Background: an optimization exercise with open tools, aiming at small area, a short achievable clock period and few clock cycles per item. Do not read the settings as production practice.
Where RTL was checked, it was by simulation tests only, not by an equivalence proof against the original.
Power figures rest on the tool's default switching activity, not on a simulated workload.

## conv_core
module conv_core
(
	input  logic      clk,
	input  logic      rst,
	input  logic      csr_wr,
	input  logic      csr_rd,
	input  conv_pkg::csr_addr_t csr_addr,
	input  conv_pkg::csr_data_t csr_wdata,
	output logic      csr_rd_vld,
	output conv_pkg::csr_data_t csr_rdata,
	input  logic      dat_vld,
	input  conv_pkg::dat_vec_t  dat,
	input  conv_pkg::dat_vec_t  wt,
	input  logic      last,
	input  conv_pkg::dat_t      res,
	output logic      out_vld,
	output conv_pkg::dat_t      out_dat
);
==> module conv_csr, before the edit <==
module conv_csr
(
	input  logic        clk,
	input  logic        rst,
	input  logic        csr_wr,
	input  logic        csr_rd,
	input  logic [1:0]  csr_addr,
	input  logic [31:0] csr_wdata,
	output logic        csr_rd_vld,
	output logic [31:0] csr_rdata,
	output logic        relu_en,
	output logic        res_en,
	output logic [4:0]  out_shift
);
	localparam logic [31:0] ID = 32'h434f_4e56;
	logic [4:0] rd_lo;
	logic [3:0] rd_id;
	always_ff @(posedge clk) begin
		if (rst) begin
			relu_en   <= 1'b0;
			res_en    <= 1'b0;
			out_shift <= '0;
		end else if (csr_wr) begin
			if (csr_addr == 2'd0) begin
				relu_en <= csr_wdata[0];
				res_en  <= csr_wdata[1];
			end
			if (csr_addr == 2'd1) begin
				out_shift <= csr_wdata[4:0];
			end
		end
	end
	always_ff @(posedge clk) begin
		if (rst) begin
			csr_rd_vld <= 1'b0;
		end else begin
			csr_rd_vld <= csr_rd;
		end
	end
	always_ff @(posedge clk) begin
		case (csr_addr)
			2'd0:  rd_lo <= {3'b000, res_en, relu_en};
			2'd1: rd_lo <= out_shift;
			2'd2:    rd_lo <= ID[4:0];
			default:            rd_lo <= 5'd0;
		endcase
		rd_id[0] <= (csr_addr == 2'd2);
		rd_id[1] <= (csr_addr == 2'd2) & csr_rd;
		rd_id[2] <= (csr_addr == 2'd2) & ~rst;
		rd_id[3] <= (csr_addr == 2'd2) & csr_rd & ~rst;
	end
	always_comb begin
		int n;
		csr_rdata = {27'd0, rd_lo};
		n = 0;
		for (int k = 5; k < 32; k++) begin
			if (ID[k]) begin
				csr_rdata[k] = rd_id[n % 4];
				n++;
			end
		end
	end
endmodule
==> module conv_requant, before the edit <==
module conv_requant
(
	input  logic        clk,
	input  logic        rst,
	input  logic        acc_vld,
	input  logic [23:0] acc_a,
	input  logic [23:0] acc_b,
	input  logic [7:0]  acc_res,
	input  logic        relu_en,
	input  logic        res_en,
	input  logic [4:0]  out_shift,
	output logic        out_vld,
	output logic [7:0]  out_dat
);
	logic [23:0] sum;
	logic [40:0] ext;
	logic [40:0] sh;
	logic [10:0] part;
	logic        q_vld;
	logic [10:0] q_part;
	logic [1:0]  q_ovf;
	logic        q_neg;
	logic [7:0]  q_res;
	logic [9:0]  win;
	logic        ovf;
	logic [9:0]  rsum;
	logic [7:0]  sat;
	always_comb begin
		sum  = acc_a + acc_b;
		ext  = {{16{sum[23]}}, sum, 1'b0};
		sh   = $signed(ext) >>> {out_shift[4:1], 1'b0};
		part = sh[10:0];
	end
	always_ff @(posedge clk) begin
		if (rst) begin
			q_vld   <= 1'b0;
			out_vld <= 1'b0;
		end else begin
			q_vld   <= acc_vld;
			out_vld <= q_vld;
		end
	end
	always_ff @(posedge clk) begin
		q_part <= part;
		q_ovf[0] <= |(sh[21:11] ^ {11{sum[23]}});
		q_ovf[1] <= |(sh[32:22] ^ {11{sum[23]}});
		q_neg  <= sum[23];
		q_res  <= acc_res & {8{res_en}};
	end
	always_comb begin
		win = out_shift[0] ? q_part[10:1] : q_part[9:0];
		ovf = (|q_ovf) || (q_part[10] != q_neg) || (!out_shift[0] && q_part[9] != q_neg);
		rsum = 10'(({win[9], win[9:1], 1'b1} + {{2{q_res[7]}}, q_res, win[0]}) >> 1);
		if (ovf) begin
			sat = q_neg ? (relu_en ? 8'h00 : 8'h80) : 8'h7f;
		end else if (rsum[9] && relu_en) begin
			sat = 8'h00;
		end else if (!rsum[9] && rsum[8:7] != 2'b00) begin
			sat = 8'h7f;
		end else if (rsum[9] && rsum[8:7] != 2'b11) begin
			sat = 8'h80;
		end else begin
			sat = rsum[7:0];
		end
	end
	always_ff @(posedge clk) begin
		out_dat <= sat;
	end
endmodule
==> flow/config.mk <==
export PLATFORM = sky130hd
export DESIGN_NAME = conv_core
export DESIGN_NICKNAME = conv_core
export VERILOG_FILES = /design/flow/design.v
export SDC_FILE = /design/flow/constraint.sdc
export NUM_CORES = 4
export LEC_CHECK = 0
export CAP_MARGIN = 20
export CORE_MARGIN = 2
export CORE_UTILIZATION = 40
export SLEW_MARGIN = 20
export SYNTH_HIERARCHICAL = 1
==> flow/constraint.sdc <==
create_clock -name core_clock -period 11.0 [get_ports {clk}]
set_input_delay 2.2000 -clock core_clock [delete_from_list [all_inputs] [get_ports {clk}]]
set_output_delay 2.2000 -clock core_clock [all_outputs]
set_load 0.01 [all_outputs]
standard.sh (not shown) runs the stock make flow with config.mk's settings and CLKGATE_MAP_FILE= SYNTH_SCRIPT=/design/flow/synth_recipe.tcl, a recipe that flattens the netlist after the stock synthesis.
==> flow/flow/run.sh <==
#!/bin/bash
# The standard layout with three changes to how it is made: small port
# buffers in place of the default delay cells, clock-tree synthesis with
# larger sink clusters and no dummy loads, and timing repair that aims for
# 7.8 ns of setup slack on the 11 ns clock.
set -euo pipefail
bash standard.sh \
	"BUFFER_PORTS_ARGS=-buffer_cell sky130_fd_sc_hd__buf_1" \
	"CTS_ARGS=-sink_clustering_enable -repair_clock_nets -dont_use_dummy_load -sink_clustering_size 30 -sink_clustering_max_diameter 100" \
	SETUP_SLACK_MARGIN=7.8 \
	finish > standard.log 2>&1
Change:
--- a/flow/design.v
+++ b/flow/design.v
@@ -22,7 +22,7 @@
 );
 	localparam logic [31:0] ID = 32'h434f_4e56;
 	logic [4:0] rd_lo;
-	logic [3:0] rd_id;
+	logic [2:0] rd_id;
 	always_ff @(posedge clk) begin
 		if (rst) begin
 			relu_en   <= 1'b0;
@@ -55,17 +55,11 @@
 		rd_id[0] <= (csr_addr == 2'd2);
 		rd_id[1] <= (csr_addr == 2'd2) & csr_rd;
 		rd_id[2] <= (csr_addr == 2'd2) & ~rst;
-		rd_id[3] <= (csr_addr == 2'd2) & csr_rd & ~rst;
 	end
 	always_comb begin
-		int n;
 		csr_rdata = {27'd0, rd_lo};
-		n = 0;
 		for (int k = 5; k < 32; k++) begin
-			if (ID[k]) begin
-				csr_rdata[k] = rd_id[n % 4];
-				n++;
-			end
+			csr_rdata[k] = ID[k] & rd_id[k % 3];
 		end
 	end
 endmodule
@@ -955,7 +949,7 @@
 	logic [10:0] part;
 	logic        q_vld;
 	logic [10:0] q_part;
-	logic [1:0]  q_ovf;
+	logic        q_ovf;
 	logic        q_neg;
 	logic [7:0]  q_res;
 	logic [9:0]  win;
@@ -979,14 +973,13 @@
 	end
 	always_ff @(posedge clk) begin
 		q_part <= part;
-		q_ovf[0] <= |(sh[21:11] ^ {11{sum[23]}});
-		q_ovf[1] <= |(sh[32:22] ^ {11{sum[23]}});
+		q_ovf  <= |(sh[32:11] ^ {22{sum[23]}});
 		q_neg  <= sum[23];
 		q_res  <= acc_res & {8{res_en}};
 	end
 	always_comb begin
 		win = out_shift[0] ? q_part[10:1] : q_part[9:0];
-		ovf = (|q_ovf) || (q_part[10] != q_neg) || (!out_shift[0] && q_part[9] != q_neg);
+		ovf = q_ovf || (q_part[10] != q_neg) || (!out_shift[0] && q_part[9] != q_neg);
 		rsum = 10'(({win[9], win[9:1], 1'b1} + {{2{q_res[7]}}, q_res, win[0]}) >> 1);
 		if (ovf) begin
 			sat = q_neg ? (relu_en ? 8'h00 : 8'h80) : 8'h7f;
The new run finished clean.
Final cell count is higher by 0.60%.
Register-to-register slack is about the same.
Non-clock buffer count goes down by 16.
Total power is lower by 0.44%.
Clock power decreases by about 1%.
Utilization falls by 0.53 points.
Clock-buffer cell count does not change.
Final area stays flat.
Routed wire length goes up by 0.93%.
Die area went up by 0.41%.
First-iteration DRC count shrinks by 1.0%.
Maximum frequency is about the same.
Setup slack is about the same.
Global-route usage climbs by 0.32 points.
Testbench counts after the change, summed over its fixed seeds: cycles 16,701, beats 16,661.
No functional check of the RTL was part of the first run of this note.

[port drivers added, routing unchanged]
In the flow no input, the clock included, has a driving cell. The finished layouts below were timed again as built, in two steps. Step 1 sets driving cells, clkbuf_16 on the clock port and buf_2 on the other inputs (assumed; they add their load-dependent delay and slew). Step 2 moves the port delays by t, midway between the first and last clock arrival at a register: inputs arrive t later, outputs are due t later. That takes back most of the time a late clock gives input paths. Three values: no drivers, after step 1, after step 2; two values: the first two.
| run | shift t [ns] | setup WS [ns] | worst hold slack (ns) | latest minus earliest clock arrival (ns) |
|---|---|---|---|---|
| the first run | 0.611 | 7.737 / 7.675 / 7.787 | 0.335 / 0.335 / 0.335 | 0.070 / 0.070 |
| the second run | 0.610 | 7.734 / 7.673 / 7.781 | 0.337 / 0.337 / 0.337 | 0.060 / 0.060 |
After both steps every run listed still meets setup and hold.
